This is an optimization exercise on Yosys and OpenROAD, whose aim is small area, not a production implementation.
At most, simulation tests tie the RTL to the original design; equivalence was not proved.
The RTL of runs 2 to 5 was laid out without a check of its function.
The flow treats the clock pin as an ideal source, which a real chip does not have.
Power and IR drop assume default switching activity.

==> design.v <==
package rxTxPkg;
   typedef struct packed {
      logic [7:0]            marker;
      logic [7:0]            channel;
      logic [15:0]           seqNum;
      logic [7:0]            length;       
      logic [55:0]           reserved;
      logic [32-1:0] seed;
   } pktHeader_t;
   typedef union packed {
      pktHeader_t                 header;
      logic [3:0][32-1:0] sample;    
   } pktWord_u;
endpackage
`timescale 1ns/1ns
module rxTxCore (
   input  logic                  lcbClk,
   input  logic                  reset,
   input  logic [16-1:0] lcbAddress,
   input  logic [32-1:0] lcbDataIn,
   input  logic                  lcbWrite,
   input  logic                  lcbRead,
   input  logic                  lcbCoreSelect,
   output logic [32-1:0] lcbDataOut,
   output logic                  lcbAck,
   input  logic                  trigIn,
   input  logic                  c2sFifoFull,
   output logic [128-1:0] c2sData,
   output logic                  c2sWrite
);
   localparam int NC = 4;
   logic       strobe, wrAcc, rdAcc, chanHit, globId, globScr;
   logic [1:0] aCh;
   logic [3:0] aOff;
   assign strobe  = lcbCoreSelect & (lcbWrite | lcbRead);
   assign wrAcc   = lcbCoreSelect & lcbWrite;
   assign rdAcc   = lcbCoreSelect & lcbRead;
   assign chanHit = (lcbAddress[15:12] == 4'h1);
   assign globId  = (lcbAddress == 16'h0000);
   assign globScr = (lcbAddress == 16'h0004);
   assign aCh     = lcbAddress[9:8];
   assign aOff    = lcbAddress[3:0];
   logic       selId, selScr, selCtrl, selLen;
   logic       selSeed, selCnt;
   logic [1:0] selCh;
   logic [32-1:0] scratch;
   logic                  scrValid;    
   always_ff @(posedge lcbClk or posedge reset)
   begin
      if (reset)
      begin
         lcbAck   <= 1'b0;
         scrValid <= 1'b0;
      end
      else
      begin
         lcbAck <= strobe;
         if (wrAcc && globScr)
            scrValid <= 1'b1;
      end
   end
   always_ff @(posedge lcbClk)
   begin
      if (wrAcc && globScr)
         scratch <= lcbDataIn;
   end
   always_ff @(posedge lcbClk)
   begin
      selId   <= rdAcc & globId;
      selScr  <= rdAcc & globScr;
      selCtrl <= rdAcc & chanHit & (aOff == 4'h0);
      selLen  <= rdAcc & chanHit & (aOff == 4'h4);
      selSeed <= rdAcc & chanHit & (aOff == 4'h8);
      selCnt  <= rdAcc & chanHit & (aOff == 4'hC);
      selCh   <= aCh;
   end
   logic [NC-1:0]                 enable;
   logic [NC-1:0][3:0]            lenReg;
   logic [NC-1:0][32-1:0] seedReg;
   logic [NC-1:0][32-1:0] pktCount;
   logic [NC-1:0]                 busy;
   logic [NC-1:0][3:0]            capLen;
   logic [NC-1:0][32-1:0] capSeed;
   logic [NC-1:0]                 seedValid;
   logic [NC-1:0]                 cntValid;
   logic [NC-1:0]                 capValid;
   logic [NC-1:0]                 start;
   logic [NC-1:0]                 done;      
   logic       locked;
   logic [1:0] lastCh;       
   logic       hdrOut;       
   logic [3:0] wordOut;      
   logic [3:0] carryOut;     
   logic [3:0] carryNext;
   logic       pending;      
   logic [32-1:0] curCount, countInc;
   assign pending  = c2sWrite & ~locked;
   logic [NC-1:0] ownHot;
   always_comb
      for (int i = 0; i < NC; i++)
         ownHot[i] = (lastCh == 2'(i));
   hotSel4 cntSel (.hot(ownHot & cntValid), .d(pktCount), .q(curCount));
   incr #(.W(32), .S(11)) cntIncr (.a(curCount), .q(countInc));
   for (genvar i = 0; i < NC; i++)
   begin : genChan
      logic wsel;
      assign wsel     = wrAcc & chanHit & (aCh == 2'(i));
      assign start[i] = trigIn & enable[i] & ~busy[i];
      always_ff @(posedge lcbClk or posedge reset)
      begin
         if (reset)
         begin
            enable[i]   <= 1'b0;
            lenReg[i]   <= 4'd1;
            seedValid[i] <= 1'b0;
            cntValid[i]  <= 1'b0;
            busy[i]      <= 1'b0;
         end
         else
         begin
            if (wsel && aOff == 4'h0) enable[i]  <= lcbDataIn[0];
            if (wsel && aOff == 4'h4)  lenReg[i]  <= lcbDataIn[3:0];
            if (wsel && aOff == 4'h8) seedValid[i] <= 1'b1;
            if (pending && lastCh == 2'(i))  cntValid[i]  <= 1'b1;
            if (start[i])
               busy[i] <= 1'b1;
            else if (done[i])
               busy[i] <= 1'b0;
         end
      end
      always_ff @(posedge lcbClk)
      begin
         if (wsel && aOff == 4'h8) seedReg[i]  <= lcbDataIn;
         if (pending && lastCh == 2'(i))  pktCount[i] <= countInc;
         if (start[i])
         begin
            capLen[i]   <= lenReg[i];
            capSeed[i]  <= seedReg[i];
            capValid[i] <= seedValid[i];
         end
      end
   end
   logic [1:0] pickIdx, cand, curIdx;
   logic       pickValid, grant, lastWord;
   logic [3:0] ownLen;
   always_comb
   begin
      pickIdx   = lastCh;
      pickValid = 1'b0;
      for (int k = NC; k > 0; k--)
      begin
         cand = lastCh + 2'(k);
         if (busy[cand])
         begin
            pickIdx   = cand;
            pickValid = 1'b1;
         end
      end
   end
   assign ownLen   = capLen[lastCh];
   assign curIdx   = locked ? lastCh : pickIdx;
   assign grant    = (locked | pickValid) & ~c2sFifoFull;
   assign lastWord = locked ? (hdrOut ? (ownLen == 4'd1) : (wordOut + 4'd2 == ownLen))
                            : (capLen[pickIdx] == 4'd0);
   assign done     = (grant & lastWord) ? (NC'(1) << curIdx) : '0;
   always_ff @(posedge lcbClk or posedge reset)
   begin
      if (reset)
      begin
         locked   <= 1'b0;
         lastCh   <= '0;
         c2sWrite <= 1'b0;
      end
      else
      begin
         c2sWrite <= grant;
         if (grant)
         begin
            locked <= ~lastWord;
            lastCh <= curIdx;
         end
      end
   end
   always_ff @(posedge lcbClk)
   begin
      if (grant)
      begin
         hdrOut  <= ~locked;
         wordOut <= (locked & ~hdrOut) ? wordOut + 4'd1 : 4'd0;
         carryOut <= locked ? carryNext : 4'd0;
      end
   end
   logic [32-1:0] seedSel;
   logic [1:0]            lo;
   logic [25:0]           hi, hiInc;
   logic [3:0]            mid0, mid1;
   logic [3:0]            nextWord;
   logic [3:0][32-1:0] smp;
   hotSel4 seedPick (.hot(ownHot & capValid), .d(capSeed), .q(seedSel));
   assign lo      = seedSel[1:0];
   assign hi      = seedSel[31:6];
   incr #(.W(26), .S(7)) hiIncr (.a(hi), .q(hiInc));
   assign mid0    = seedSel[5:2] + wordOut;
   assign mid1    = seedSel[5:2] + wordOut + 4'd1;
   assign nextWord = hdrOut ? 4'd0 : wordOut + 4'd1;
   always_comb
   begin
      for (int k = 0; k < 4; k++)
      begin
         logic [6:0] t;
         t = {1'b0, seedSel[5:0]} + {1'b0, nextWord, 2'b00} + 7'(k);
         carryNext[k] = t[6];
      end
   end
   for (genvar k = 0; k < 4; k++)
   begin : genSmp
      logic [2:0]  l;
      logic [3:0]  m;
      logic        keep, useInc, useSeed;
      logic [25:0] smpHi;
      assign l       = {1'b0, lo} + 3'(k);
      assign m       = l[2] ? mid1 : mid0;
      assign keep    = (k == 0) | ~hdrOut;
      assign useInc  = keep & carryOut[k];
      assign useSeed = keep & ~carryOut[k];
      pick2 #(.W(26)) hiPick (.sa(useInc), .a(hiInc), .sb(useSeed), .b(hi), .q(smpHi));
      assign smp[k]  = {smpHi, {4{keep}} & m[3:0], {2{keep}} & l[1:0]};
   end
   assign c2sData = {smp[3], smp[2], smp[1], smp[0]}
                  | (hdrOut ? {8'hA5, 6'd0, lastCh, curCount[15:0], 4'd0, ownLen, 56'd0, 32'd0} : '0);
   logic [8:0]             rdHot;
   logic [8:0][31:0]       rdWord;
   logic [31:0]            rdData;
   always_comb
   begin
      for (int i = 0; i < NC; i++)
      begin
         rdHot[i]      = selSeed & (selCh == 2'(i)) & seedValid[i];
         rdHot[NC + i] = selCnt & (selCh == 2'(i)) & cntValid[i];
         rdWord[i]      = seedReg[i];
         rdWord[NC + i] = pktCount[i];
      end
      rdHot[8]  = selScr & scrValid;
      rdWord[8] = scratch;
   end
   logic [2:0][31:0] rdPartN;
   for (genvar g = 0; g < 3; g++)
   begin : genRd
      hotSel3n rdSel (.hot(rdHot[3*g +: 3]), .d(rdWord[3*g +: 3]), .qn(rdPartN[g]));
   end
   assign rdData = ~(rdPartN[0] & rdPartN[1] & rdPartN[2]);
   always_comb
   begin
      lcbDataOut = rdData;
      if (selId)   lcbDataOut = lcbDataOut | 32'h52580001;
      if (selCtrl) lcbDataOut = lcbDataOut | {31'd0, enable[selCh]};
      if (selLen)  lcbDataOut = lcbDataOut | {28'd0, lenReg[selCh]};
   end
endmodule
module hotSel4 (
   input  logic [3:0]       hot,
   input  logic [3:0][31:0] d,
   output logic [31:0]      q
);
   assign q = ({32{hot[0]}} & d[0]) | ({32{hot[1]}} & d[1]) | ({32{hot[2]}} & d[2]) | ({32{hot[3]}} & d[3]);
endmodule
module incr #(
   parameter int W = 32,
   parameter int S = 8
) (
   input  logic [W-1:0] a,
   output logic [W-1:0] q
);
   logic [W-1:0] c;    
   always_comb
   begin
      for (int i = 0; i < W; i++)
         if (i % S == 0)
            c[i] = (i == 0) ? 1'b1 : &(a | ~((W'(1) << i) - W'(1)));
         else
            c[i] = c[i-1] & a[i-1];
   end
   assign q = a ^ c;
endmodule
module pick2 #(
   parameter int W = 26
) (
   input  logic         sa,
   input  logic [W-1:0] a,
   input  logic         sb,
   input  logic [W-1:0] b,
   output logic [W-1:0] q
);
   assign q = ({W{sa}} & a) | ({W{sb}} & b);
endmodule
module hotSel3n (
   input  logic [2:0]       hot,
   input  logic [2:0][31:0] d,
   output logic [31:0]      qn
);
   assign qn = ~(({32{hot[0]}} & d[0]) | ({32{hot[1]}} & d[1]) | ({32{hot[2]}} & d[2]));
endmodule
==> flow/run.sh <==
#!/bin/bash
set -euo pipefail
export BUFFER_PORTS_ARGS="-buffer_cell sky130_fd_sc_hd__buf_1"
export CTS_ARGS="-sink_clustering_enable -repair_clock_nets -dont_use_dummy_load -sink_clustering_size 30 -sink_clustering_max_diameter 100"
bash standard.sh > standard_flow.log 2>&1
==> standard.sh <==
#!/bin/bash
# synth_recipe.tcl (not shown) runs the flow's synth.tcl, then flattens the netlist and writes it again
# the make line also repeats each setting of config.mk as NAME=value (left out here)
make -C /OpenROAD-flow-scripts/flow DESIGN_CONFIG=/design/flow/config.mk WORK_HOME=/design/flow/orfs CLKGATE_MAP_FILE= SYNTH_SCRIPT=/design/flow/synth_recipe.tcl "${@:-finish}"
==> config.mk <==
export PLATFORM = sky130hd
export DESIGN_NAME = rxTxCore
export DESIGN_NICKNAME = rxTxCore
export VERILOG_FILES = /design/flow/design.v
export SDC_FILE = /design/flow/constraint.sdc
export NUM_CORES = 4
export LEC_CHECK = 0
export CAP_MARGIN = 20
export CORE_MARGIN = 2
export CORE_UTILIZATION = 65
export SLEW_MARGIN = 20
export SYNTH_HIERARCHICAL = 1
export SYNTH_MINIMUM_KEEP_SIZE = 0
==> constraint.sdc <==
create_clock -name core_clock -period 6.0 [get_ports {lcbClk}]
set_input_delay 1.2000 -clock core_clock [delete_from_list [all_inputs] [get_ports {lcbClk}]]
set_output_delay 1.2000 -clock core_clock [all_outputs]
set_load 0.01 [all_outputs]
==> run notes, run 1 <==
- The flow ran to the end and the layout has no timing, DRC or antenna violations.
- Static timing analysis puts the maximum clock frequency at 174.0 MHz.
- The worst setup path is captured at an output pin.
- The number of global-route vias before repair is 14440.
- Hold is met by 0.4317 ns.
- For this run, design rule violations remaining after detail routing come to 0.
- The count of flip-flops with a built-in enable after synthesis is 445.
- The design draws 7.976 mW.
- The H-tree depth is 1.
- The final period demand of the worst path is 5.747 ns.
- For this run, the total global-route usage over all layers was measured as 0.3542.
- The number of standard cells in the layout, taps in and fillers out is 2039.
- STA classifies the critical path startpoint as a flip-flop.
- The most instantiated flip-flop cell in the synthesis netlist is sky130_fd_sc_hd__edfxtp_1.
- The clock latency at the later pin of the worst-skew pair is 0.56 ns.
- For this run, asynchronously set or reset flops after synthesis account for 0.07739.
- In the post-synthesis netlist, the biggest area contributors are sky130_fd_sc_hd__edfxtp_1, sky130_fd_sc_hd__a22oi_1, sky130_fd_sc_hd__a222oi_1, sky130_fd_sc_hd__dfrtp_1, sky130_fd_sc_hd__ha_1.
- For this block, wires on met1 add up to 23060 um.
- The first-pass GRT wire length is 90750 um.
- The clock tree from TritonCTS is built.
- The maximum fanout along the worst path is 12.
- The wire-length estimate of the detail-placed layout is 39320 um.
- When the netlist entered floorplanning its net count stood at 1530.
- For this run, the register share of the synthesized area comes to 0.6686.
- The number of buffers created by CTS is 20.
- Together, buffers and inverters on the worst path number 3.
- The count of port buffers added during placement is 216.
- Yosys instantiated no cell more often than sky130_fd_sc_hd__edfxtp_1.
- The data arrival time of the critical path is 4.55 ns.
- The largest single stage delay on the critical path is 0.36 ns.
- Among the stages of the critical path, the cell type that occurs most often is sky130_fd_sc_hd__ha_1.
- For this run, the detailed router's first-pass iteration total came to 8.
- The netlist uses 59 different library cells.
- The largest net degree at the start of global routing is 54.
- The core region is 32700 um2.
- The area added between synthesis and finish is 7.089%.
- The initial antenna violation count is 1.
- In the synthesized netlist, the cells that appear most often are sky130_fd_sc_hd__edfxtp_1, sky130_fd_sc_hd__a22oi_1, sky130_fd_sc_hd__nand2_1, sky130_fd_sc_hd__a222oi_1, sky130_fd_sc_hd__a22o_1.
- Of the post-synthesis cell area, the dominant cell type holds 0.6170.
- For this design, the slowest cell found on the critical path is sky130_fd_sc_hd__dfrtp_1.
- The number of max-capacitance violations reported is 0.
- The clock transition at the registers of the reported paths is 0.11 ns.
- The hold violation total from the final report came to 0.
- At the end of routability-driven placement, the weighted congestion stood at 0.8800.
- In this run the worst hold path is classified as flip-flop to flip-flop.
- sky130_fd_sc_hd__edfxtp_1 takes more of the synthesized area than any other cell.
- The critical path required time is 4.80 ns.
- The met2 wire length is 28770 um.
- The floorplan step defined a die boundary enclosing 34800 um2.
- The master cell of the clock root buffer is sky130_fd_sc_hd__clkbuf_16.
- Counting every sink on the clock net gives 491.
- The power per unit of standard cell area is 343.9 nW/um2.
- Using the TritonRoute via totals, the vias-per-cell ratio works out to 7.173.
- The number of top-level pins is 217.
- Grouping stages by cell kind, the critical path spends the most delay in adder cells.
- The DRC marker count from the first detailed-route iteration is 2654.
- The largest vdd supply drop is 0.2725 mV.
- Traced cell by cell, the critical path runs through buf_4, ha_1, and2_1, buf_4, a22oi_1, nand2_1, nand4_1, nor4_4, ha_1, ha_1, ha_1, ha_1, ha_1, ha_1, xor2_2, a22o_1, a21o_1, buf_1.
- The final setup skew is 0.06602 ns.
- The initial core utilization is 0.6623.
- Global routing finished with a remaining overflow of 0.
- After layout, the worst setup slack is 0.2527 ns.
- The count of synthesis-stage warnings from yosys is 9.
- The final period utilization is 0.9579.
- The floorplan has 66 rows.
- The critical path in this run is classified as flip-flop to output pin.
- After routing, the total negative slack on setup checks comes to 0 ns.
- After detailed routing, the total wire length is 62760 um.
- Setup repair after global routing left no endpoint under its margin.
- The cell total after placement is 2018.
- In this run the top signal layer used is met4.
- The mean instance size in the synthesized netlist is 15.38 um2.
- The worst setup slack after placement is 0.3206 ns.
- The static power due to leakage is 8.264 nW.
- The amount of wire on met3 after detailed routing is 8452 um.
- In this run the remaining antenna-violating nets after routing total 0.
- The mapped cell area is 21660 um2.
- Setup violations remaining at the end of the flow were counted as 0.
- The total via count after detailed routing is 14630.
- Measured along the y axis, the die boundary spans 186.5 um.
- In the final layout, the share of cells above drive strength 1 is 0.1053.
- The worst pin sits at a relative slew slack of 0.1895.
- The floorplan step set the die width to 186.5 um.
- At the end of the flow, the number of nets in the layout was 1720.
- The synthesis-stage register bit count is 491.
- The number of pins with negative max-slew slack in the final report is 0.
- After detailed routing, the average wire length per cell comes to 30.78 um.
- The number of buffers between clock root and the deepest sink is 3.
- The gate count of the mapped netlist is 1408.
- For the pin with the worst max-slew slack, the measured transition is 1.216 ns.
[layout by cell type (no fill, tap or decap), types with 19 or more instances in the layout]
cell type / count
sky130_fd_sc_hd__a22o_2: 24
sky130_fd_sc_hd__nand2_1: 93
sky130_fd_sc_hd__edfxtp_1: 445
sky130_fd_sc_hd__buf_1: 216
sky130_fd_sc_hd__a22oi_1: 129
sky130_fd_sc_hd__buf_4: 42
sky130_fd_sc_hd__inv_1: 19
sky130_fd_sc_hd__nand3_1: 31
sky130_fd_sc_hd__a222oi_1: 96
sky130_fd_sc_hd__nor2_1: 45
sky130_fd_sc_hd__a22o_1: 80
sky130_fd_sc_hd__dfrtp_1: 34
sky130_fd_sc_hd__a21o_1: 22
sky130_fd_sc_hd__ha_1: 65
sky130_fd_sc_hd__clkbuf_16: 20
sky130_fd_sc_hd__mux2_2: 20
[routing by layer]
metal,GRT usage,up-vias
met1,0.4902,7192
met2,0.5571,1124
li1,-,6150
met3,0.08238,160
met4,0.1306,0
met5,0,-
[final cells by class]
| type | instances | area [um2] |
|---|---|---|
| sequential | 491 | 14480 |
| fill | 2269 | 9509 |
| multi-input combinational | 807 | 6456 |
| timing repair buffer | 258 | 1126 |
| tap | 442 | 553.0 |
| clock buffer | 20 | 500.5 |
| inverter | 20 | 75.07 |
| antenna | 1 | 2.502 |
[worst paths after layout]
path / start / endpoint / slack, ns / cells after the start
max in group asynchronous: reset / enable[1] / 4.85 / 3
max: lastCh[1] / c2sData[90] / 0.25 / 18
min in group asynchronous: reset / lastCh[0] / 0.74 / 3
min: lenReg[3] / capLen[3] / 0.43 / 0
min reg2reg: lenReg[3] / capLen[3] / 0.43 / 0
max reg2reg: lastCh[1] / pktCount[117] / 1.00 / 19
[metrics by stage]
stage / utilization / area, um2
3_5_place_dp: 0.6928 / 22660
6_report: 0.7092 / 23190
3_3_place_gp: 0.6928 / 22660
4_1_cts: 0.7087 / 23180
2_1_floorplan: - / 21660
5_1_grt: 0.7091 / 23190
[sequential cells by signal, indices dropped and copies added, names as in the netlist, 2 cells and up]
register   count
capSeed      128
pktCount     128
seedReg      128
scratch       32
capLen        16
lenReg        16
busy           4
capValid       4
carryOut       4
cntValid       4
enable         4
seedValid      4
wordOut        4
lastCh         2
selCh          2
[power breakdown]
group          total (mW)  internal, mW  switching (mW)
Clock                1.56         0.604           0.953
Combinational        2.31         0.756            1.56
Sequential           4.10          4.01          0.0926
[Yosys stat by module (local to each module, per instance), a selection]
| module | cell area (um2) | cells | times used | flops+latches |
|---|---|---|---|---|
| hotSel3n | 402.9 | 41 | 3 | 0 |
| hotSel4 | 679.4 | 108 | 2 | 0 |
| rxTxCore | 17080 | 864 | 1 | 491 |
[cells by family (layout without fill, tap and decap cells)]
logic type | Yosys count | in the layout | synth area share
AO/OA/AOI/OAI | 392 | 392 | 0.1529
buffers and inverters | 110 | 298 | 0.03813
adder cells (fa/ha/maj) | 67 | 67 | 0.03940
XOR/XNOR | 27 | 27 | 0.01092
multiplexers | 36 | 36 | 0.02415
flip-flops | 491 | 491 | 0.6686
other | 0 | 1 | 0
AND/OR/NAND/NOR | 285 | 285 | 0.06592
[timing repair]
item,4_1_cts,5_1_grt
gates cloned,0,0
hold buffers,0,0
resized for setup,4,7
endpoints found under the setup margin,5,8
pin swaps,0,2
buffers inserted,0,0
==> run 2, diff against run 1 <==
--- a/design.v
+++ b/design.v
@@ -95,10 +95,7 @@
    logic       pending;      
    logic [32-1:0] curCount, countInc;
    assign pending  = c2sWrite & ~locked;
-   logic [NC-1:0] ownHot;
-   always_comb
-      for (int i = 0; i < NC; i++)
-         ownHot[i] = (lastCh == 2'(i));
+   logic [NC-1:0] ownHot;    
    hotSel4 cntSel (.hot(ownHot & cntValid), .d(pktCount), .q(curCount));
    incr #(.W(32), .S(11)) cntIncr (.a(curCount), .q(countInc));
    for (genvar i = 0; i < NC; i++)
@@ -169,6 +166,7 @@
       begin
          locked   <= 1'b0;
          lastCh   <= '0;
+         ownHot   <= NC'(1);
          c2sWrite <= 1'b0;
       end
       else
@@ -178,6 +176,7 @@
          begin
             locked <= ~lastWord;
             lastCh <= curIdx;
+            ownHot <= NC'(1) << curIdx;
          end
       end
    end
==> run 2 against run 1 <==
Net effect: still clean; cell area is 0.85% higher; power is 2.4% lower; non-clock buffer count shrank 10; clock-buffer cell count unchanged; sequential power about the same; first-iteration DRC count down 2.4%; core utilization fell by 0.82 points; via count grew 1.0%; setup slack gained 0.016 ns; sequential share of layout area is 0.091 points lower; die area is 1.2% higher; highest routed layer is now met5.
==> run notes, run 2 <==
- The post-detailed-placement half-perimeter wirelength came to 40590 um (+3.2%).
- The number of max-capacitance violations reported is 0 (unchanged).
- Setup repair after global routing left no endpoint under its margin.
- The final period utilization came to 0.9552 (-0.002639).
- The setup total negative slack came to 0 ns (unchanged).
- The post-synthesis sequential area ratio is 0.6653 (-0.003276).
- The number of distinct library cells after synthesis is 69 (+17%).
- The global placement routability congestion was 0.8637 (-1.9%).
- The number of pins with negative max-slew slack in the final report is 0 (unchanged).
- The worst stage delay on the critical path is 0.57 ns (+0.21 ns).
- The final setup skew is 0.03593 ns (-0.03008 ns).
- The tightest hold margin is 0.4365 ns (+0.004778 ns).
- The count of port buffers added during placement came to 216 (unchanged).
- The total detailed-routing wirelength is 62610 um (-0.24%).
- Leaving out fill and tap cells, the most frequent cell in the layout is sky130_fd_sc_hd__edfxtp_1.
- The die area is 35200 um2 (+1.2%).
- The flow ran to the end and the layout has no timing, DRC or antenna violations.
- The total iterations of the first detailed-routing run is 10 (+2).
- The initial antenna violation count is 2 (+1).
- The clock transition at the registers of the reported paths is 0.11 ns (about the same).
- For this run, the leading register cell type out of synthesis is sky130_fd_sc_hd__edfxtp_1.
- The number of remaining DRC errors is 0 (unchanged).
- The number of global-route vias before repair came to 14300 (-0.97%).
- The number of rows in the core area is 67 (+1.5%).
- The mapped cell area is 21920 um2 (+1.2%).
- The count of synthesis-stage warnings from yosys is 9 (unchanged).
- The fraction of final layout cells sized beyond drive strength 1 is 0.1007 (-0.004580).
- The post-CTS setup repair buffer count is 0 (unchanged).
- Sorting the synthesized cells by area gives the leading types as sky130_fd_sc_hd__edfxtp_1, sky130_fd_sc_hd__a22oi_1, sky130_fd_sc_hd__a222oi_1, sky130_fd_sc_hd__dfrtp_1, sky130_fd_sc_hd__ha_1.
- The first-pass GRT wire length came to 90770 um (about the same).
- The type of the most critical hold path is flip-flop to flip-flop.
- The largest vdd supply drop is 0.3012 mV (+11%).
- In the final layout, the registers with the most flip-flops are capSeed (128), pktCount (128), seedReg (128).
- The maximum operating frequency was 174.5 MHz (+0.28%).
- The H-tree depth is 1 (unchanged).
- The data arrival time of the critical path is 4.53 ns (-0.02 ns).
- The critical path in this run is classified as flip-flop to output pin.
- The DRC marker count from the first detailed-route iteration came to 2590 (-2.4%).
- The synthesized design spends more area on one cell type than any other, namely sky130_fd_sc_hd__edfxtp_1.
- In this design, the critical path's most frequently occurring cell is sky130_fd_sc_hd__ha_1.
- The total via count after detailed routing is 14780 (+1.0%).
- The setup-violating endpoint count in the final report is 0 (unchanged).
- The maximum fanout along the worst path is 21 (+9).
- The synthesis-stage register bit count is 495 (+0.81%).
- Compared with the post-synthesis result, the final layout area differs by 6.720%.
- The slowest stage cell on the critical path is sky130_fd_sc_hd__dfstp_2.
- The floorplan die width is 187.6 um (+0.58%).
- The post-detailed-route count of antenna-violating nets came to 0 (unchanged).
- The cell sitting at the root of the clock tree is a sky130_fd_sc_hd__clkbuf_16.
- The number of nets in the layout is 1733 (+0.76%).
- The worst hold path cell count is 0 (unchanged).
- The per-cell routed wire length is 30.42 um (-1.2%).
- The number of top-level pins is 217 (unchanged).
- The total buffers and inverters traversed by the critical path is 2 (-1).
- The share of async-settable or async-resettable flops after synthesis is 0.08485 (+0.007455).
- The mean instance size in the synthesized netlist is 15.26 um2 (-0.78%).
- The power per unit of standard cell area is 332.9 nW/um2 (-3.2%).
- sky130_fd_sc_hd__edfxtp_1 is the most common cell in the netlist.
- The top cell types in the final layout, fill and taps aside, are sky130_fd_sc_hd__edfxtp_1, sky130_fd_sc_hd__buf_1, sky130_fd_sc_hd__a22oi_1, sky130_fd_sc_hd__nand2_1, sky130_fd_sc_hd__a222oi_1.
- The share of the synthesized area in the top cell type is 0.6097 (-0.007292).
- The largest net degree at the start of global routing is 43 (-20%).
- The average via count per standard cell came to 7.181 (+0.11%).
- The hold violation total from the final report is 0 (unchanged).
- The worst slew margin relative to its limit is 0.1907 (+0.001255).
- The cell depth of the worst flop-to-flop path came to 17 (-2).
- The static power due to leakage came to 8.364 nW (+1.2%).
- The transition time at the pin with the least slew margin is 1.212 ns (-0.003703 ns).
- The fill cell total of the finished layout is 2306 (+1.6%).
- By count the netlist is led by sky130_fd_sc_hd__edfxtp_1, sky130_fd_sc_hd__a22oi_1, sky130_fd_sc_hd__nand2_1, sky130_fd_sc_hd__a222oi_1, sky130_fd_sc_hd__a22o_1.
- The number of sinks driven by the clock tree is 495 (+0.81%).
- The total stage count of the critical path is 16 (-2).
- The area of the multi-input gates is 6603 um2 (+2.3%).
- The post-route cell area is 23390 um2 (+0.85%).
- The y dimension of the die was 187.6 um (+0.58%).
- The initial core utilization was 0.6569 (-0.005400).
- The placed instance area came to 22850 um2 (+0.84%).
- The number of buffers between clock root and the deepest sink was 3 (unchanged).
- The area occupied by registers is 14580 um2 (+0.70%).
- The clock latency at the later pin of the worst-skew pair is 0.56 ns (about the same).
- The net count after synthesis came to 1558 (+1.8%).
- The critical path required time is 4.80 ns (about the same).
- The gate count of the mapped netlist is 1436 (+2.0%).
- The aggregate global routing overflow is 0 (unchanged).
- The count of flip-flops with a built-in enable after synthesis is 445 (unchanged).
- The worst setup path is captured at an output pin.
- The number of buffers created by CTS was 20 (unchanged).
- The cell family contributing the most delay on the critical path is simple AND/OR/NAND/NOR gates.
- The clock tree from TritonCTS is built.
- The worst setup path is launched from a flip-flop.
- Traced cell by cell, the critical path runs through and2_2, buf_4, a22oi_1, nand2_1, nand4_1, nor4_4, ha_1, ha_1, ha_1, ha_1, ha_1, ha_1, xor2_1, a22o_1, or2_2, buf_1.
- The number of buffers inserted for hold repair after clock tree synthesis is 0 (unchanged).
- The final period demand of the worst path is 5.731 ns (-0.01584 ns).
- The overall global routing resource usage is 0.3515 (-0.002715).
- The placeable core region is 33360 um2 (+2.0%).
run 2: cell type report:
type | count | area share
timing repair buffer | 248 | 0.04579
antenna | 1 | 0.0001070
inverter | 19 | 0.003049
tap | 448 | 0.02397
multi-input combinational | 827 | 0.2823
sequential | 495 | 0.6234
clock buffer | 20 | 0.02140
run 2: logic make-up after synthesis:
family	share of synthesized area
flip-flops	0.6653
AO/OA/AOI/OAI	0.1555
AND/OR/NAND/NOR	0.06794
buffers and inverters	0.03848
adder cells (fa/ha/maj)	0.03894
multiplexers	0.02346
XOR/XNOR	0.01039
run 2: power breakdown:
| group | leakage, nW | internal (mW) | total, mW | switching (mW) |
|---|---|---|---|---|
| sequential | 4.68 | 4.00 | 4.13 | 0.133 |
| clock | 0.246 | 0.605 | 1.58 | 0.973 |
| combinational | 3.44 | 0.677 | 2.07 | 1.40 |
| total | 8.36 | 5.28 | 7.79 | 2.50 |
run 2: Yosys stat by module, one instance, submodules excluded, a selection:
module,cells,flip-flops and latches
hotSel3n,41,0
hotSel4,108,0
rxTxCore,892,495
run 2: worst register-to-register path, stage by stage (launching register included):
cell and delay, ns:
sky130_fd_sc_hd__dfrtp_1 0.38, sky130_fd_sc_hd__and2_1 0.82, sky130_fd_sc_hd__a22oi_1 0.21, sky130_fd_sc_hd__nand2_1 0.19, sky130_fd_sc_hd__ha_1 0.31, sky130_fd_sc_hd__nand4_1 0.20
sky130_fd_sc_hd__nor3_2 0.39, sky130_fd_sc_hd__and2_1 0.29, sky130_fd_sc_hd__ha_1 0.20, sky130_fd_sc_hd__ha_1 0.14, sky130_fd_sc_hd__ha_1 0.15, sky130_fd_sc_hd__ha_1 0.16
sky130_fd_sc_hd__ha_1 0.15, sky130_fd_sc_hd__ha_1 0.18, sky130_fd_sc_hd__ha_1 0.18, sky130_fd_sc_hd__ha_1 0.18, sky130_fd_sc_hd__ha_1 0.20, sky130_fd_sc_hd__xor2_1 0.30
run 2: worst paths after layout:
kind	from	endpoint	slack (ns)
worst max-delay path	ownHot[0]	c2sData[122]	0.27
worst min-delay path	seedReg[79]	capSeed[79]	0.44
worst max register to register	cntValid[2]	pktCount[127]	1.18
worst min register to register	seedReg[79]	capSeed[79]	0.44
max in group asynchronous	reset	cntValid[3]	4.86
min in group asynchronous	reset	lenReg[1]	0.73
run 2: repair_timing:
| item | CTS | global route |
|---|---|---|
| hold endpoints to repair | 0 | 0 |
| setup endpoints to repair | 0 | 7 |
| resized for setup | 0 | 2 |
run 2: through the flow:
| step | utilization | setup WS (ns) | total power [mW] | cells |
|---|---|---|---|---|
| after global routing | 0.7010 | 0.02662 | 8.045 | 2058 |
| after CTS | 0.6998 | 0.07911 | 7.728 | 2056 |
| final | 0.7010 | 0.2685 | 7.785 | 2058 |
| after detailed placement | 0.6848 | 0.6697 | 6.221 | 2036 |
| after floorplan | - | 1.499 | 5.601 | 1436 |
| after global placement | 0.6848 | 0.8144 | 6.176 | 2036 |
run 2: per-layer routing:
metal / vias up / global-route usage / wire length [um]
met5: - / 0 / 19
met4: 2 / 0.1066 / 1868
met3: 134 / 0.06532 / 7650
met2: 1063 / 0.5665 / 29390
met1: 7351 / 0.4950 / 23680
li1: 6228 / - / -
==> run 3, diff against run 2 <==
--- a/design.v
+++ b/design.v
@@ -95,7 +95,10 @@
    logic       pending;      
    logic [32-1:0] curCount, countInc;
    assign pending  = c2sWrite & ~locked;
-   logic [NC-1:0] ownHot;    
+   logic [NC-1:0] ownHot;
+   always_comb
+      for (int i = 0; i < NC; i++)
+         ownHot[i] = (lastCh == 2'(i));
    hotSel4 cntSel (.hot(ownHot & cntValid), .d(pktCount), .q(curCount));
    incr #(.W(32), .S(11)) cntIncr (.a(curCount), .q(countInc));
    for (genvar i = 0; i < NC; i++)
@@ -166,7 +169,6 @@
       begin
          locked   <= 1'b0;
          lastCh   <= '0;
-         ownHot   <= NC'(1);
          c2sWrite <= 1'b0;
       end
       else
@@ -176,7 +178,6 @@
          begin
             locked <= ~lastWord;
             lastCh <= curIdx;
-            ownHot <= NC'(1) << curIdx;
          end
       end
    end
@@ -198,7 +199,9 @@
    hotSel4 seedPick (.hot(ownHot & capValid), .d(capSeed), .q(seedSel));
    assign lo      = seedSel[1:0];
    assign hi      = seedSel[31:6];
-   incr #(.W(26), .S(7)) hiIncr (.a(hi), .q(hiInc));
+   logic [25:0] hiN, hiIncN;
+   incr #(.W(26), .S(7), .INV(1)) hiIncr (.a(hi), .q(hiIncN));
+   assign hiN = ~hi;
    assign mid0    = seedSel[5:2] + wordOut;
    assign mid1    = seedSel[5:2] + wordOut + 4'd1;
    assign nextWord = hdrOut ? 4'd0 : wordOut + 4'd1;
@@ -222,7 +225,7 @@
       assign keep    = (k == 0) | ~hdrOut;
       assign useInc  = keep & carryOut[k];
       assign useSeed = keep & ~carryOut[k];
-      pick2 #(.W(26)) hiPick (.sa(useInc), .a(hiInc), .sb(useSeed), .b(hi), .q(smpHi));
+      pick2n #(.W(26)) hiPick (.san(~useInc), .an(hiIncN), .sbn(~useSeed), .bn(hiN), .q(smpHi));
       assign smp[k]  = {smpHi, {4{keep}} & m[3:0], {2{keep}} & l[1:0]};
    end
    assign c2sData = {smp[3], smp[2], smp[1], smp[0]}
@@ -245,7 +248,8 @@
    logic [2:0][31:0] rdPartN;
    for (genvar g = 0; g < 3; g++)
    begin : genRd
-      hotSel3n rdSel (.hot(rdHot[3*g +: 3]), .d(rdWord[3*g +: 3]), .qn(rdPartN[g]));
+      hotSel3n rdSel (.hot(rdHot[3*g +: 3]), .d0(rdWord[3*g]), .d1(rdWord[3*g + 1]),
+                      .d2(rdWord[3*g + 2]), .qn(rdPartN[g]));
    end
    assign rdData = ~(rdPartN[0] & rdPartN[1] & rdPartN[2]);
    always_comb
@@ -264,8 +268,9 @@
    assign q = ({32{hot[0]}} & d[0]) | ({32{hot[1]}} & d[1]) | ({32{hot[2]}} & d[2]) | ({32{hot[3]}} & d[3]);
 endmodule
 module incr #(
-   parameter int W = 32,
-   parameter int S = 8
+   parameter int W   = 32,
+   parameter int S   = 8,
+   parameter bit INV = 0     
 ) (
    input  logic [W-1:0] a,
    output logic [W-1:0] q
@@ -279,23 +284,25 @@
          else
             c[i] = c[i-1] & a[i-1];
    end
-   assign q = a ^ c;
+   assign q = INV ? ~(a ^ c) : a ^ c;
 endmodule
-module pick2 #(
+module pick2n #(
    parameter int W = 26
 ) (
-   input  logic         sa,
-   input  logic [W-1:0] a,
-   input  logic         sb,
-   input  logic [W-1:0] b,
+   input  logic         san,
+   input  logic [W-1:0] an,
+   input  logic         sbn,
+   input  logic [W-1:0] bn,
    output logic [W-1:0] q
 );
-   assign q = ({W{sa}} & a) | ({W{sb}} & b);
+   assign q = ~(({W{san}} | an) & ({W{sbn}} | bn));
 endmodule
 module hotSel3n (
-   input  logic [2:0]       hot,
-   input  logic [2:0][31:0] d,
-   output logic [31:0]      qn
+   input  logic [2:0]  hot,
+   input  logic [31:0] d0,
+   input  logic [31:0] d1,
+   input  logic [31:0] d2,
+   output logic [31:0] qn
 );
-   assign qn = ~(({32{hot[0]}} & d[0]) | ({32{hot[1]}} & d[1]) | ({32{hot[2]}} & d[2]));
+   assign qn = ~(({32{hot[0]}} & d0) | ({32{hot[1]}} & d1) | ({32{hot[2]}} & d2));
 endmodule
==> run 3 against run 2 <==
Net effect: synthesized area is 0.87% lower; combinational power increased by 47%; clock skew down 0.0093 ns; largest cell class unchanged; sequential share of layout area rose by 0.091 points; cell area fell by 0.84%; sequential power increased by 5.3%; largest power group unchanged; setup slack worse by 0.11 ns; wire length grew 1.9%; clock power about the same; power grew 15%.
==> run notes, run 3 <==
- The flow ran to the end and the layout has no timing, DRC or antenna violations.
- The post-detailed-route count of antenna-violating nets is 0 (unchanged).
- The final period utilization was 0.9733 (+0.01802).
- The setup-violating endpoint count in the final report was 0 (unchanged).
- The global placement routability congestion is 0.8954 (+3.7%).
- The worst slew margin relative to its limit is 0.1843 (-0.006378).
- The final setup skew was 0.02665 ns (-0.009280 ns).
- The data arrival time of the critical path is 4.64 ns (+0.11 ns).
- The post-synthesis sequential area ratio is 0.6665 (+0.001197).
- The slack of the worst reg-to-reg path is 0.91 ns (-0.27 ns).
- The worst path setup slack after routing is 0.1604 ns (-0.1081 ns).
- The aggregate global routing overflow was 0 (unchanged).
- The share of the synthesized area in the top cell type is 0.6151 (+0.005373).
- The largest vdd supply drop is 0.4036 mV (+34%).
- The number of buffers between clock root and the deepest sink is 3 (unchanged).
- The die area is 34900 um2 (-0.85%).
- The clock transition at the registers of the reported paths was 0.11 ns (about the same).
- The gate count of the mapped netlist is 1473 (+2.6%).
- The number of pins with negative max-slew slack in the final report is 0 (unchanged).
- The final total power came to 8.955 mW (+15%).
- The number of cells upsized or downsized after cts was 2 (+2).
- The total iterations of the first detailed-routing run is 9 (-1).
- The share of async-settable or async-resettable flops after synthesis is 0.07739 (-0.007455).
- The final period demand of the worst path was 5.840 ns (+0.1081 ns).
- By startpoint and endpoint, the worst setup path is classified as flip-flop to output pin.
- In the synthesized netlist the dominant register cell turns out to be sky130_fd_sc_hd__edfxtp_1.
- The total via count after detailed routing is 15150 (+2.5%).
- The H-tree depth was 1 (unchanged).
- Sorting the synthesized cells by how often they occur yields sky130_fd_sc_hd__edfxtp_1, sky130_fd_sc_hd__a22oi_1, sky130_fd_sc_hd__o22ai_1, sky130_fd_sc_hd__a222oi_1, sky130_fd_sc_hd__nand2_1.
- The hold violation total from the final report is 0 (unchanged).
- Leaving out fill and tap cells, the most frequent cells in the layout are sky130_fd_sc_hd__edfxtp_1, sky130_fd_sc_hd__buf_1, sky130_fd_sc_hd__a22oi_1, sky130_fd_sc_hd__o22ai_1, sky130_fd_sc_hd__a222oi_1.
- By area the synthesized netlist is led by sky130_fd_sc_hd__edfxtp_1, sky130_fd_sc_hd__a22oi_1, sky130_fd_sc_hd__a222oi_1, sky130_fd_sc_hd__dfrtp_1, sky130_fd_sc_hd__ha_1.
- The worst hold path cell count is 0 (unchanged).
- The switching share of power came to 0.3587 (+0.03716).
- The worst hold path begins at seedReg[98].
- The y dimension of the die came to 186.8 um (-0.43%).
- The floorplan die width is 186.8 um (-0.43%).
- The maximum operating frequency is 171.2 MHz (-1.9%).
- The worst flop-to-flop path startpoint is lastCh[1].
- The type of the most critical hold path is flip-flop to flip-flop.
- The maximum fanout along the worst path came to 11 (-48%).
- The count of flip-flops with a built-in enable after synthesis came to 445 (unchanged).
- The first-pass GRT wire length is 92830 um (+2.3%).
- The number of sinks driven by the clock tree is 491 (-0.81%).
- The number of rows in the core area is 66 (-1.5%).
- The relative contribution of sequential cells to total power came to 0.485 (-0.046).
- The placed instance area came to 22660 um2 (-0.81%).
- The clock tree from TritonCTS is built.
- The startpoint kind of the worst setup timing path is a flip-flop.
- The initial core utilization is 0.6643 (+0.007466).
- The post-CTS setup repair buffer count is 0 (unchanged).
- The post-route cell area came to 23190 um2 (-0.84%).
- The number of global-route vias before repair is 14640 (+2.4%).
- The largest net degree at the start of global routing is 41 (-4.7%).
- The number of nets in the layout is 1772 (+2.3%).
- The critical path startpoint is lastCh[1].
- The per-cell routed wire length is 30.51 um (+0.30%).
- The total detailed-routing wirelength is 63770 um (+1.9%).
- Setup repair after global routing left no endpoint under its margin.
- The synthesis-stage register bit count is 491 (-0.81%).
- The count of port buffers added during placement was 216 (unchanged).
- The number of buffers inserted for hold repair after clock tree synthesis is 0 (unchanged).
- The tightest hold margin is 0.4455 ns (+0.008960 ns).
- For hold timing, the worst endpoint is capSeed[98].
- The average via count per standard cell is 7.250 (+0.97%).
- The post-detailed-placement half-perimeter wirelength came to 40640 um (+0.11%).
- CTS placed an instance of sky130_fd_sc_hd__clkbuf_16 at the clock tree root.
- The fraction of final layout cells sized beyond drive strength 1 came to 0.08738 (-0.01331).
- The initial antenna violation count is 1 (-1).
- The number of remaining DRC errors is 0 (unchanged).
- In the final layout, the registers with the most flip-flops are capSeed (128), pktCount (128), seedReg (128).
- The diode insertion count for antenna repair was 0 (-1).
- The static power due to leakage came to 8.092 nW (-3.2%).
- The number of buffers created by CTS is 20 (unchanged).
- sky130_fd_sc_hd__edfxtp_1 takes more of the synthesized area than any other cell.
- The count of synthesis-stage warnings from yosys was 9 (unchanged).
- The net switching power is 3.212 mW (+28%).
- The transition time at the pin with the least slew margin is 1.224 ns (+0.01139 ns).
- The setup total negative slack was 0 ns (unchanged).
- The endpoint identified for the worst register-to-register timing path is pktCount[53].
- The DRC marker count from the first detailed-route iteration is 2647 (+2.2%).
- The share of power burned in combinational logic is 0.340 (+0.074).
- The mapped cell area is 21720 um2 (-0.87%).
- The overall global routing resource usage came to 0.3585 (+0.006999).
- The mean instance size in the synthesized netlist came to 14.75 um2 (-3.4%).
- The most common cell in the synthesized netlist is sky130_fd_sc_hd__edfxtp_1.
- The clock network fraction of total power is 0.175 (-0.028).
- The most common cell after layout, fill and taps aside is sky130_fd_sc_hd__edfxtp_1.
- The internal power summed over all cells came to 5.743 mW (+8.7%).
- The worst setup slack after placement came to 0.5097 ns (-0.1600 ns).
- The worst setup path is captured at an output pin.
- The placeable core region came to 32700 um2 (-2.0%).
- The cell depth of the worst flop-to-flop path came to 19 (+2).
- The number of max-capacitance violations reported is 0 (unchanged).
- The net count after synthesis is 1595 (+2.4%).
- The area added between synthesis and finish is 6.756% (about the same).
- The power per unit of standard cell area is 386.1 nW/um2 (+16%).
- The clock latency at the later pin of the worst-skew pair is 0.55 ns (about the same).
- The critical path required time is 4.80 ns (about the same).
- The number of distinct library cells after synthesis is 64 (-7.2%).
- The number of top-level pins came to 217 (unchanged).
## run 3: layer usage
metal | GRT usage | share of wire | vias to the layer above
met5 | 0 | 0.00020 | -
met4 | 0.1380 | 0.042 | 2
met3 | 0.07730 | 0.13 | 172
met2 | 0.5653 | 0.46 | 1178
met1 | 0.4958 | 0.37 | 7500
li1 | - | - | 6301
## run 3: worst max path at each step
stage                    to  cells after the start
6_report        c2sData[89]                     18
2_1_floorplan  c2sData[122]                     20
3_3_place_gp    c2sData[90]                     18
4_1_cts         c2sData[90]                     18
5_1_grt         c2sData[89]                     18
3_5_place_dp    c2sData[90]                     18
## run 3: metrics by stage
stage / std cells / util
2_1_floorplan: 1473 / -
3_3_place_gp: 2070 / 0.6930
3_5_place_dp: 2070 / 0.6930
4_1_cts: 2090 / 0.7084
5_1_grt: 2090 / 0.7092
6_report: 2090 / 0.7092
## run 3: cell type report
cell class	count	area (um2)
clock buffer	20	500.5
sequential	491	14480
multi-input combinational	818	6306
fill	2258	9509
inverter	68	255.2
tap	442	553.0
timing repair buffer	251	1099
## run 3: critical path, cell delays in order, from the launching register on
cell and delay, ns:
sky130_fd_sc_hd__dfrtp_1 0.47, sky130_fd_sc_hd__inv_1 0.17, sky130_fd_sc_hd__ha_1 0.22, sky130_fd_sc_hd__and2_2 0.36
sky130_fd_sc_hd__a22oi_1 0.14, sky130_fd_sc_hd__nand2_1 0.19, sky130_fd_sc_hd__ha_1 0.21, sky130_fd_sc_hd__nand2_1 0.13
sky130_fd_sc_hd__nor4_4 0.44, sky130_fd_sc_hd__ha_1 0.22, sky130_fd_sc_hd__ha_1 0.14, sky130_fd_sc_hd__ha_1 0.15
sky130_fd_sc_hd__ha_1 0.15, sky130_fd_sc_hd__ha_1 0.15, sky130_fd_sc_hd__ha_1 0.22, sky130_fd_sc_hd__inv_1 0.14
sky130_fd_sc_hd__o22ai_1 0.21, sky130_fd_sc_hd__a21o_1 0.24, sky130_fd_sc_hd__buf_1 0.12
## run 3: kinds of logic after synthesis
family,share of synthesized area
DFF,0.6665
AOI/OAI and AO/OA,0.1429
and+or+nand+nor,0.06566
buffers and inverters,0.04774
adders and majority gates,0.03928
muxes,0.02626
xor gates and xnor gates,0.01169
## run 3: power by group through the flow
stage	Sequential, mW	Combinational (mW)	Clock, mW
floorplan	4.34	2.10	0
finish	4.35	3.04	1.57
global placement	4.40	2.89	0
CTS	4.34	2.96	1.57
detailed placement	4.41	2.95	0
global route	4.37	3.25	1.66
## run 3: Yosys stat by module (local to each module, per instance), a selection
module    cells inside  flip-flops and latches  copies in the design
rxTxCore           908                     491                     1
hotSel4            108                       0                     2
hotSel3n            41                       0                     3
==> run 4, diff against run 3 <==
--- a/config.mk
+++ b/config.mk
@@ -8,6 +8,7 @@
 export CAP_MARGIN = 20
 export CORE_MARGIN = 2
 export CORE_UTILIZATION = 65
+export GPL_TIMING_DRIVEN = 0
 export SLEW_MARGIN = 20
 export SYNTH_HIERARCHICAL = 1
 export SYNTH_MINIMUM_KEEP_SIZE = 0
==> run 4 against run 3 <==
Net effect: register-to-register slack better by 0.35 ns; sequential cell count stayed put; core utilization is 3.3 points higher; cell count is 4.5% higher; combinational power is 8.9% higher; fmax is 0.97% lower; cell area is 4.7% higher; sequential power is 1% lower; global-route usage hardly changed; power is 2.3% higher; setup slack worse by 0.057 ns; wire length is 0.32% lower; critical path type unchanged; critical endpoint unchanged.
==> run notes, run 4 <==
- The run finished with no timing, DRC or antenna violations.
- The tightest hold margin is 0.4383 ns (-0.007151 ns).
- The number of pins with negative max-slew slack in the final report was 0 (unchanged).
- The number of buffers created by CTS is 20 (unchanged).
- The global placement routability congestion is 0.8938 (-0.18%).
- The area occupied by registers is 14480 um2 (about the same).
- The number of max-capacitance violations reported was 0 (unchanged).
- The worst setup slack after placement is -0.2602 ns (-0.7700 ns).
- The number of buffers between clock root and the deepest sink is 3 (unchanged).
- The share of power burned in combinational logic is 0.361 (+0.021).
- The die area is 34900 um2 (unchanged).
- The y dimension of the die is 186.8 um (unchanged).
- The count of port buffers added during placement is 216 (unchanged).
- The floorplan die width is 186.8 um (unchanged).
- The switching share of power is 0.3513 (-0.007342).
- The startpoint kind of the worst setup timing path is a flip-flop.
- The fill cell total of the finished layout was 2167 (-4.0%).
- The DRC marker count from the first detailed-route iteration came to 2641 (-0.23%).
- The count of synthesis-stage warnings from yosys is 9 (unchanged).
- The mapped cell area was 21720 um2 (unchanged).
- The total detailed-routing wirelength is 63570 um (-0.32%).
- The synthesis-stage register bit count is 491 (unchanged).
- The clock transition at the registers of the reported paths is 0.11 ns (about the same).
- The maximum operating frequency is 169.6 MHz (-0.97%).
- The largest vdd supply drop is 0.2573 mV (-36%).
- The signal on the critical path passes through buf_4, ha_1, and2_1, clkbuf_4, a22oi_1, nand2_1, nand4_1, nor4_4, buf_4, ha_1, ha_1, ha_1, ha_1, ha_1, ha_1, inv_1, o22ai_2, a21o_1, buf_1.
- The clock latency at the later pin of the worst-skew pair is 0.56 ns (about the same).
- The number of nets in the layout came to 1864 (+5.2%).
- The setup-violating endpoint count in the final report is 0 (unchanged).
- The maximum fanout along the worst path is 10 (-1).
- The largest net degree at the start of global routing is 31 (-24%).
- The setup total negative slack came to 0 ns (unchanged).
- The kind of cell with the highest combined delay on the critical path is adder cells.
- In the post-synthesis netlist, the biggest area contributors are sky130_fd_sc_hd__edfxtp_1, sky130_fd_sc_hd__a22oi_1, sky130_fd_sc_hd__a222oi_1, sky130_fd_sc_hd__dfrtp_1, sky130_fd_sc_hd__ha_1.
- The number of global-route vias before repair is 14770 (+0.92%).
- The per-cell routed wire length is 29.11 um (-4.6%).
- The gate count of the mapped netlist is 1473 (unchanged).
- The H-tree depth is 1 (unchanged).
- The number of buffers inserted for hold repair after clock tree synthesis was 0 (unchanged).
- The number of rows in the core area is 66 (unchanged).
- The worst path setup slack after routing came to 0.1030 ns (-0.05738 ns).
- The worst stage delay on the critical path came to 0.44 ns (-0.03 ns).
- The area of the multi-input gates is 6336 um2 (+0.48%).
- The data arrival time of the critical path is 4.70 ns (+0.06 ns).
- The most instantiated flip-flop cell in the synthesis netlist is sky130_fd_sc_hd__edfxtp_1.
- The type of the worst setup path is flip-flop to output pin.
- STA classifies the critical path endpoint as an output pin.
- The placeable core region is 32700 um2 (unchanged).
- The static power due to leakage came to 8.635 nW (+6.7%).
- The initial antenna violation count is 2 (+1).
- Among all cell types in the netlist, the one instantiated most often is sky130_fd_sc_hd__edfxtp_1.
- In this run the worst hold path is classified as flip-flop to flip-flop.
- The total iterations of the first detailed-routing run is 12 (+3).
- The number of sinks driven by the clock tree is 491 (unchanged).
- The post-route cell area is 24280 um2 (+4.7%).
- The average via count per standard cell came to 7.052 (-2.7%).
- The critical path required time is 4.80 ns (about the same).
- The net switching power came to 3.219 mW (+0.21%).
- The fraction of final layout cells sized beyond drive strength 1 is 0.1305 (+0.04308).
- The worst slew margin relative to its limit is 0.4666 (+0.2822).
- The library cell used most frequently in the layout, excluding fill and tap cells, is sky130_fd_sc_hd__edfxtp_1.
- The final period demand of the worst path is 5.897 ns (+0.05738 ns).
- The final total power came to 9.161 mW (+2.3%).
- Setup repair after global routing left no endpoint under its margin.
- The first-pass GRT wire length was 92630 um (-0.22%).
- The clock tree from TritonCTS is built.
- The overall global routing resource usage was 0.3587 (about the same).
- The number of distinct library cells after synthesis came to 64 (unchanged).
- The clock network fraction of total power was 0.170 (-0.005).
- The final period utilization is 0.9828 (+0.009563).
- The mean instance size in the synthesized netlist is 14.75 um2 (unchanged).
- The post-detailed-placement half-perimeter wirelength is 43910 um (+8.0%).
- The slowest stage of the critical path belongs to the cell sky130_fd_sc_hd__dfrtp_2.
- The aggregate global routing overflow was 0 (unchanged).
- The count of flip-flops with a built-in enable after synthesis was 445 (unchanged).
- The master cell of the clock root buffer is sky130_fd_sc_hd__clkbuf_16.
- The internal power summed over all cells was 5.943 mW (+3.5%).
- The final setup skew is 0.05321 ns (+0.02656 ns).
- The transition time at the pin with the least slew margin is 0.7958 ns (-0.4277 ns).
- Of all cell types, the one taking the most synthesized area is sky130_fd_sc_hd__edfxtp_1.
- The total via count after detailed routing is 15400 (+1.6%).
- The critical path's most frequent cell is sky130_fd_sc_hd__ha_1.
- Leaving out fill and tap cells, the most frequent cells in the layout are sky130_fd_sc_hd__edfxtp_1, sky130_fd_sc_hd__buf_1, sky130_fd_sc_hd__a22oi_1, sky130_fd_sc_hd__o22ai_1, sky130_fd_sc_hd__a222oi_1.
- The share of async-settable or async-resettable flops after synthesis is 0.07739 (unchanged).
- The number of remaining DRC errors was 0 (unchanged).
- The net count after synthesis is 1595 (unchanged).
- The number of top-level pins is 217 (unchanged).
- The largest registers in the layout are capSeed (128), pktCount (128), seedReg (128).
- The placed instance area was 23610 um2 (+4.2%).
- After synthesis, the most frequently instantiated cells are sky130_fd_sc_hd__edfxtp_1, sky130_fd_sc_hd__a22oi_1, sky130_fd_sc_hd__o22ai_1, sky130_fd_sc_hd__a222oi_1, sky130_fd_sc_hd__nand2_1.
- The initial core utilization is 0.6643 (unchanged).
- The post-detailed-route count of antenna-violating nets was 0 (unchanged).
- The post-synthesis sequential area ratio is 0.6665 (unchanged).
- From synthesis to final layout, the design area changed by 11.77%.
- The hold violation total from the final report is 0 (unchanged).
- The power per unit of standard cell area is 377.3 nW/um2 (-2.3%).
- The share of the synthesized area in the top cell type is 0.6151 (unchanged).
- The relative contribution of sequential cells to total power is 0.469 (-0.016).
- The total buffers and inverters traversed by the critical path was 5 (+2).
-- run 4: changes by cell type in the layout (fill, tap and decap cells not counted), moves of 7 or more --
cell                       before  now
sky130_fd_sc_hd__buf_6          0   39
sky130_fd_sc_hd__buf_2          0   22
sky130_fd_sc_hd__clkbuf_1       0   12
sky130_fd_sc_hd__buf_12         2   12
sky130_fd_sc_hd__buf_4         33   23
sky130_fd_sc_hd__buf_8          0    8
sky130_fd_sc_hd__buf_16         0    7
-- run 4: cell type report --
class | count | area share
antenna | 2 | 0.0002061
buffer | 95 | 0.03349
clock buffer | 20 | 0.02061
inverter | 68 | 0.01051
multi-input combinational | 818 | 0.2610
sequential | 491 | 0.5964
tap | 442 | 0.02278
timing repair buffer | 248 | 0.05503
-- run 4: kinds of logic (layout without fill, tap and decap cells) --
group                      count (synthesis)  count (layout)  synth area share
adders and majority gates                 67              67           0.03928
AOI/OAI and AO/OA                        399             399            0.1429
other                                      0               2                 0
muxes                                     40              40           0.02626
DFF                                      491             491            0.6665
buffers and inverters                    164             431           0.04774
xor gates and xnor gates                  29              29           0.01169
and+or+nand+nor                          283             283           0.06566
-- run 4: worst paths after layout --
check,start,end,slack [ns],depth (start not counted)
setup / recovery,lastCh[0],c2sData[89],0.10,19
hold / removal,lenReg[6],capLen[6],0.44,0
setup reg to reg,lastCh[1],pktCount[95],1.26,21
hold reg to reg,lenReg[6],capLen[6],0.44,0
max in group asynchronous,reset,lenReg[0],4.96,3
min in group asynchronous,reset,locked,0.54,2
-- run 4: metrics by stage --
step | util | instances
after floorplan | - | 1473
after global placement | 0.7060 | 2131
after detailed placement | 0.7220 | 2154
after CTS | 0.7403 | 2178
after global routing | 0.7424 | 2183
final | 0.7425 | 2184
-- run 4: timing repair --
action | CTS | global route
endpoints found under the setup margin | 43 | 8
hold endpoints to repair | 0 | 0
gates resized for setup | 16 | 14
pin swaps | 3 | 3
buffers inserted | 5 | 4
-- run 4: power groups by stage --
| stage | Clock, mW | Combinational, mW | Sequential [mW] |
|---|---|---|---|
| final | 1.56 | 3.31 | 4.30 |
| after global routing | 1.66 | 3.52 | 4.32 |
| after CTS | 1.56 | 3.20 | 4.29 |
| after detailed placement | 0 | 3.15 | 4.38 |
| after global placement | 0 | 3.04 | 4.37 |
| after floorplan | 0 | 2.10 | 4.34 |
-- run 4: metal layers --
layer | wire (um) | up-vias | GRT usage
met1 | 23490 | 7589 | 0.4901
met2 | 29780 | 1165 | 0.5746
met3 | 7972 | 150 | 0.07936
met5 | 0 | - | 0
li1 | - | 6497 | -
met4 | 2330 | 0 | 0.1303
-- run 4: worst register-to-register path, stage by stage (launching register included) --
cell and delay, ns:
sky130_fd_sc_hd__dfrtp_2 0.43, sky130_fd_sc_hd__buf_6 0.17, sky130_fd_sc_hd__inv_1 0.13, sky130_fd_sc_hd__ha_1 0.24, sky130_fd_sc_hd__and2_1 0.35, sky130_fd_sc_hd__buf_2 0.32
sky130_fd_sc_hd__a22oi_1 0.13, sky130_fd_sc_hd__nand2_1 0.17, sky130_fd_sc_hd__ha_1 0.23, sky130_fd_sc_hd__nand4_1 0.13, sky130_fd_sc_hd__nor3_2 0.26, sky130_fd_sc_hd__and2_1 0.28
sky130_fd_sc_hd__ha_1 0.20, sky130_fd_sc_hd__ha_1 0.19, sky130_fd_sc_hd__ha_1 0.17, sky130_fd_sc_hd__ha_1 0.15, sky130_fd_sc_hd__ha_1 0.15, sky130_fd_sc_hd__ha_1 0.16
sky130_fd_sc_hd__ha_1 0.15, sky130_fd_sc_hd__ha_1 0.17, sky130_fd_sc_hd__ha_1 0.17, sky130_fd_sc_hd__xor2_1 0.25
-- run 4: modules after synthesis (local to each module, per instance), excerpt --
module    cells inside  times used  flops+latches  cell area, um2
hotSel3n            41           3              0           402.9
hotSel4            108           2              0           679.4
rxTxCore           908           1            491           17330
==> run 5, diff against run 4 <==
--- a/config.mk
+++ b/config.mk
@@ -7,8 +7,7 @@
 export LEC_CHECK = 0
 export CAP_MARGIN = 20
 export CORE_MARGIN = 2
-export CORE_UTILIZATION = 65
-export GPL_TIMING_DRIVEN = 0
+export CORE_UTILIZATION = 55
 export SLEW_MARGIN = 20
 export SYNTH_HIERARCHICAL = 1
 export SYNTH_MINIMUM_KEEP_SIZE = 0
==> run 5 against run 4 <==
Net effect: synthesized area stayed put; still clean on timing, DRC and antenna; sequential cell count is the same; setup slack improved by 0.094 ns; global-route usage decreased by 3.9 points; synthesized cell count did not move; cell count fell by 0.41%; largest power group unchanged; highest routed layer unchanged; clock power about the same; fmax is 1.6% higher; via count is 3.6% lower; wire length rose by 5.0%; critical path depth shrank 1; sequential share of layout area rose by 2.4 points.
==> run notes, run 5 <==
- The flow ran to the end and the layout has no timing, DRC or antenna violations.
- The number of max-capacitance violations reported is 0 (unchanged).
- The share of async-settable or async-resettable flops after synthesis came to 0.07739 (unchanged).
- The library cell with the largest summed area after synthesis is sky130_fd_sc_hd__edfxtp_1.
- The mean instance size in the synthesized netlist is 14.75 um2 (unchanged).
- The transition time at the pin with the least slew margin is 1.198 ns (+0.4019 ns).
- The type of the most critical hold path is flip-flop to flip-flop.
- The final period demand of the worst path is 5.803 ns (-0.09395 ns).
- Counting stages on the worst path, the most repeated cell is sky130_fd_sc_hd__ha_1.
- The largest net degree at the start of global routing is 39 (+26%).
- The total buffers and inverters traversed by the critical path is 2 (-3).
- The setup total negative slack came to 0 ns (unchanged).
- The net count after synthesis is 1595 (unchanged).
- The amount of wire on met3 after detailed routing is 6304 um (-21%).
- The worst slew margin relative to its limit is 0.2015 (-0.2651).
- The fill cell total of the finished layout was 3106 (+43%).
- The maximum fanout along the worst path is 22 (+12).
- The post-route met1 wirelength is 27120 um (+15%).
- The number of distinct library cells after synthesis is 64 (unchanged).
- The mapped cell area is 21720 um2 (unchanged).
- The overall global routing resource usage is 0.3196 (-0.03905).
- The clock transition at the registers of the reported paths is 0.12 ns (about the same).
- The most instantiated flip-flop cell in the synthesis netlist is sky130_fd_sc_hd__edfxtp_1.
- The total iterations of the first detailed-routing run was 7 (-5).
- The initial antenna violation count is 0 (-2).
- The number of pins with negative max-slew slack in the final report is 0 (unchanged).
- The largest vdd supply drop is 0.2378 mV (-7.6%).
- Ranked by total cell area, the synthesized netlist is headed by sky130_fd_sc_hd__edfxtp_1, sky130_fd_sc_hd__a22oi_1, sky130_fd_sc_hd__a222oi_1, sky130_fd_sc_hd__dfrtp_1, sky130_fd_sc_hd__ha_1.
- The area occupied by registers is 14480 um2 (about the same).
- The number of global-route vias before repair was 14220 (-3.8%).
- After synthesis, the most frequently instantiated cells are sky130_fd_sc_hd__edfxtp_1, sky130_fd_sc_hd__a22oi_1, sky130_fd_sc_hd__o22ai_1, sky130_fd_sc_hd__a222oi_1, sky130_fd_sc_hd__nand2_1.
- The net switching power is 3.199 mW (-0.61%).
- The static power due to leakage is 8.141 nW (-5.7%).
- The detailed router used layers up to and including met4.
- The relative contribution of sequential cells to total power is 0.486 (+0.017).
- The DRC marker count from the first detailed-route iteration is 2227 (-16%).
- The floorplan die width is 202.7 um (+8.5%).
- The switching share of power is 0.3575 (+0.006174).
- The clock latency at the later pin of the worst-skew pair is 0.55 ns (about the same).
- The total via count after detailed routing came to 14840 (-3.6%).
- The cell total after placement is 2155 (+0.046%).
- The kind of cell with the highest combined delay on the critical path is adder cells.
- The worst stage delay on the critical path is 0.42 ns (-0.02 ns).
- The most common cell after layout, fill and taps aside is sky130_fd_sc_hd__edfxtp_1.
- The final setup skew is 0.05184 ns (-0.001363 ns).
- The count of port buffers added during placement was 216 (unchanged).
- The number of buffers created by CTS was 20 (unchanged).
- The y dimension of the die came to 202.7 um (+8.5%).
- The share of the synthesized area in the top cell type is 0.6151 (unchanged).
- The maximum operating frequency is 172.3 MHz (+1.6%).
- The share of power burned in combinational logic is 0.339 (-0.022).
- The area of the multi-input gates was 6297 um2 (-0.61%).
- The critical path required time is 4.80 ns (about the same).
- The met2 wire length came to 31070 um (+4.3%).
- The global placement routability congestion is 0.9292 (+4.0%).
- The number of remaining DRC errors is 0 (unchanged).
- The gate count of the mapped netlist was 1473 (unchanged).
- The clock tree from TritonCTS is built.
- The post-synthesis sequential area ratio is 0.6665 (unchanged).
- The post-detailed-placement half-perimeter wirelength is 43880 um (about the same).
- The diode insertion count for antenna repair is 0 (-2).
- The number of rows in the core area is 72 (+9.1%).
- The startpoint kind of the worst setup timing path is a flip-flop.
- The setup-violating endpoint count in the final report came to 0 (unchanged).
- The critical path is of the flip-flop to output pin type.
- CTS placed an instance of sky130_fd_sc_hd__clkbuf_16 at the clock tree root.
- The number of sinks driven by the clock tree came to 491 (unchanged).
- Yosys instantiated no cell more often than sky130_fd_sc_hd__edfxtp_1.
- The initial core utilization was 0.5595 (-0.1048).
- The final period utilization is 0.9672 (-0.01566).
- The number of buffers inserted for hold repair after clock tree synthesis is 0 (unchanged).
- The placeable core region was 38830 um2 (+19%).
- Walking the worst path, the cells encountered are buf_6, ha_1, and2_4, a22oi_1, nand2_1, ha_1, nand2_1, nor4_4, ha_1, ha_1, ha_1, ha_1, ha_1, ha_1, xnor2_1, o22ai_2, a21o_1, buf_1.
- The first-pass GRT wire length is 95440 um (+3.0%).
- The clock network fraction of total power came to 0.175 (+0.005).
- The total detailed-routing wirelength came to 66730 um (+5.0%).
- The synthesis-stage register bit count is 491 (unchanged).
- The fraction of final layout cells sized beyond drive strength 1 is 0.09053 (-0.03993).
- In the final layout, the registers with the most flip-flops are capSeed (128), pktCount (128), seedReg (128).
- The internal power summed over all cells was 5.749 mW (-3.3%).
- The area added between synthesis and finish is 7.401%.
- The post-detailed-route count of antenna-violating nets is 0 (unchanged).
- The aggregate global routing overflow is 0 (unchanged).
- The number of nets in the layout is 1781 (-4.5%).
- The critical path capture point type is an output pin.
- The number of standard cells in the layout, taps in and fillers out is 2175 (-0.41%).
- The die area is 41110 um2 (+18%).
- The slowest stage cell on the critical path is sky130_fd_sc_hd__xnor2_1.
- The average via count per standard cell is 6.823 (-3.3%).
- The H-tree depth is 1 (unchanged).
- Setup repair after global routing left no endpoint under its margin.
- The data arrival time of the critical path is 4.60 ns (-0.10 ns).
- The number of top-level pins is 217 (unchanged).
- The per-cell routed wire length is 30.68 um (+5.4%).
- The power per unit of standard cell area was 383.5 nW/um2 (+1.6%).
- The count of flip-flops with a built-in enable after synthesis is 445 (unchanged).
- In the layout the commonest cells are sky130_fd_sc_hd__edfxtp_1, sky130_fd_sc_hd__buf_1, sky130_fd_sc_hd__a22oi_1, sky130_fd_sc_hd__o22ai_1, sky130_fd_sc_hd__a222oi_1.
- The hold violation total from the final report is 0 (unchanged).
- The count of synthesis-stage warnings from yosys was 9 (unchanged).
- The number of buffers between clock root and the deepest sink is 3 (unchanged).
[run 5: per-module statistics from Yosys (local to each module, per instance), a selection]
| module | cells | copies in the design | area (um2) | flip-flops and latches |
|---|---|---|---|---|
| rxTxCore | 908 | 1 | 17330 | 491 |
| hotSel4 | 108 | 2 | 679.4 | 0 |
| hotSel3n | 41 | 3 | 402.9 | 0 |
[run 5: logic make-up after synthesis]
| family | synth area share |
|---|---|
| adder cells (fa/ha/maj) | 0.03928 |
| XOR/XNOR | 0.01169 |
| buffers and inverters | 0.04774 |
| multiplexers | 0.02626 |
| flip-flops | 0.6665 |
| AND/OR/NAND/NOR | 0.06566 |
| AO/OA/AOI/OAI | 0.1429 |
[run 5: timing repair]
item,CTS,global route
setup buffers,0,0
setup endpoints to repair,5,6
gates resized for setup,5,7
pin swaps,0,1
endpoints found under the hold margin,0,0
[run 5: area by class of cell]
| type | instances | area share |
|---|---|---|
| clock buffers | 20 | 0.02145 |
| inverters | 68 | 0.01094 |
| repair buffers | 260 | 0.04939 |
| multi-input cells | 818 | 0.2699 |
| flip-flops and latches | 491 | 0.6205 |
| well taps | 518 | 0.02778 |
[run 5: final timing paths]
path,slack (ns),endpoint,depth (start not counted),from
setup / recovery,0.20,c2sData[90],18,lastCh[0]
hold / removal,0.46,capSeed[87],0,seedReg[87]
setup reg to reg,1.08,pktCount[63],19,lastCh[0]
hold reg to reg,0.46,capSeed[87],0,seedReg[87]
max in group asynchronous,4.81,busy[3],3,reset
min in group asynchronous,0.75,lenReg[14],3,reset
[run 5: worst register-to-register path: stages, from the launching register on]
cell	delay, ns
sky130_fd_sc_hd__dfrtp_1	0.38
sky130_fd_sc_hd__buf_6	0.23
sky130_fd_sc_hd__ha_1	0.25
sky130_fd_sc_hd__and2_1	0.26
sky130_fd_sc_hd__buf_4	0.54
sky130_fd_sc_hd__a22oi_1	0.16
sky130_fd_sc_hd__nand2_1	0.21
sky130_fd_sc_hd__nand4_1	0.14
sky130_fd_sc_hd__nor3_2	0.44
sky130_fd_sc_hd__and2_1	0.33
sky130_fd_sc_hd__ha_1	0.21
sky130_fd_sc_hd__ha_1	0.19
sky130_fd_sc_hd__ha_1	0.18
sky130_fd_sc_hd__ha_1	0.15
sky130_fd_sc_hd__ha_1	0.16
sky130_fd_sc_hd__ha_1	0.17
sky130_fd_sc_hd__ha_1	0.17
sky130_fd_sc_hd__ha_1	0.16
sky130_fd_sc_hd__ha_1	0.16
sky130_fd_sc_hd__xor2_1	0.25
[run 5: metal layers]
metal / global-route usage / vias to the layer above
met5: 0 / -
li1: - / 6323
met2: 0.5042 / 909
met3: 0.04703 / 99
met4: 0.1048 / 0
met1: 0.4612 / 7508
[run 5: power groups by stage]
stage	combinational (mW)	sequential, mW	clock, mW
2_1_floorplan	2.10	4.34	0
3_3_place_gp	2.92	4.41	0
3_5_place_dp	2.97	4.42	0
4_1_cts	2.98	4.34	1.59
5_1_grt	3.26	4.37	1.70
6_report	3.04	4.35	1.57
[run 5: stage by stage]
stage	power (mW)	hold WS, ns	instance area (um2)	util	setup WS (ns)
2_1_floorplan	6.436	0.4252	21720	-	1.145
3_3_place_gp	7.331	0.4295	22800	0.5871	0.4197
3_5_place_dp	7.382	0.4325	22800	0.5871	0.3087
4_1_cts	8.907	0.4547	23320	0.6006	0.02541
5_1_grt	9.323	0.4638	23330	0.6009	0.01881
6_report	8.949	0.4577	23330	0.6009	0.1970

Re-timed with assumed drivers on the ports (clkbuf_16 on the clock, buf_2 on other inputs), run 5 has 0.138 ns of setup slack against 0.197 ns with ideal ports, and 0.720 ns once port delays also move by the mid clock arrival of 0.582 ns.
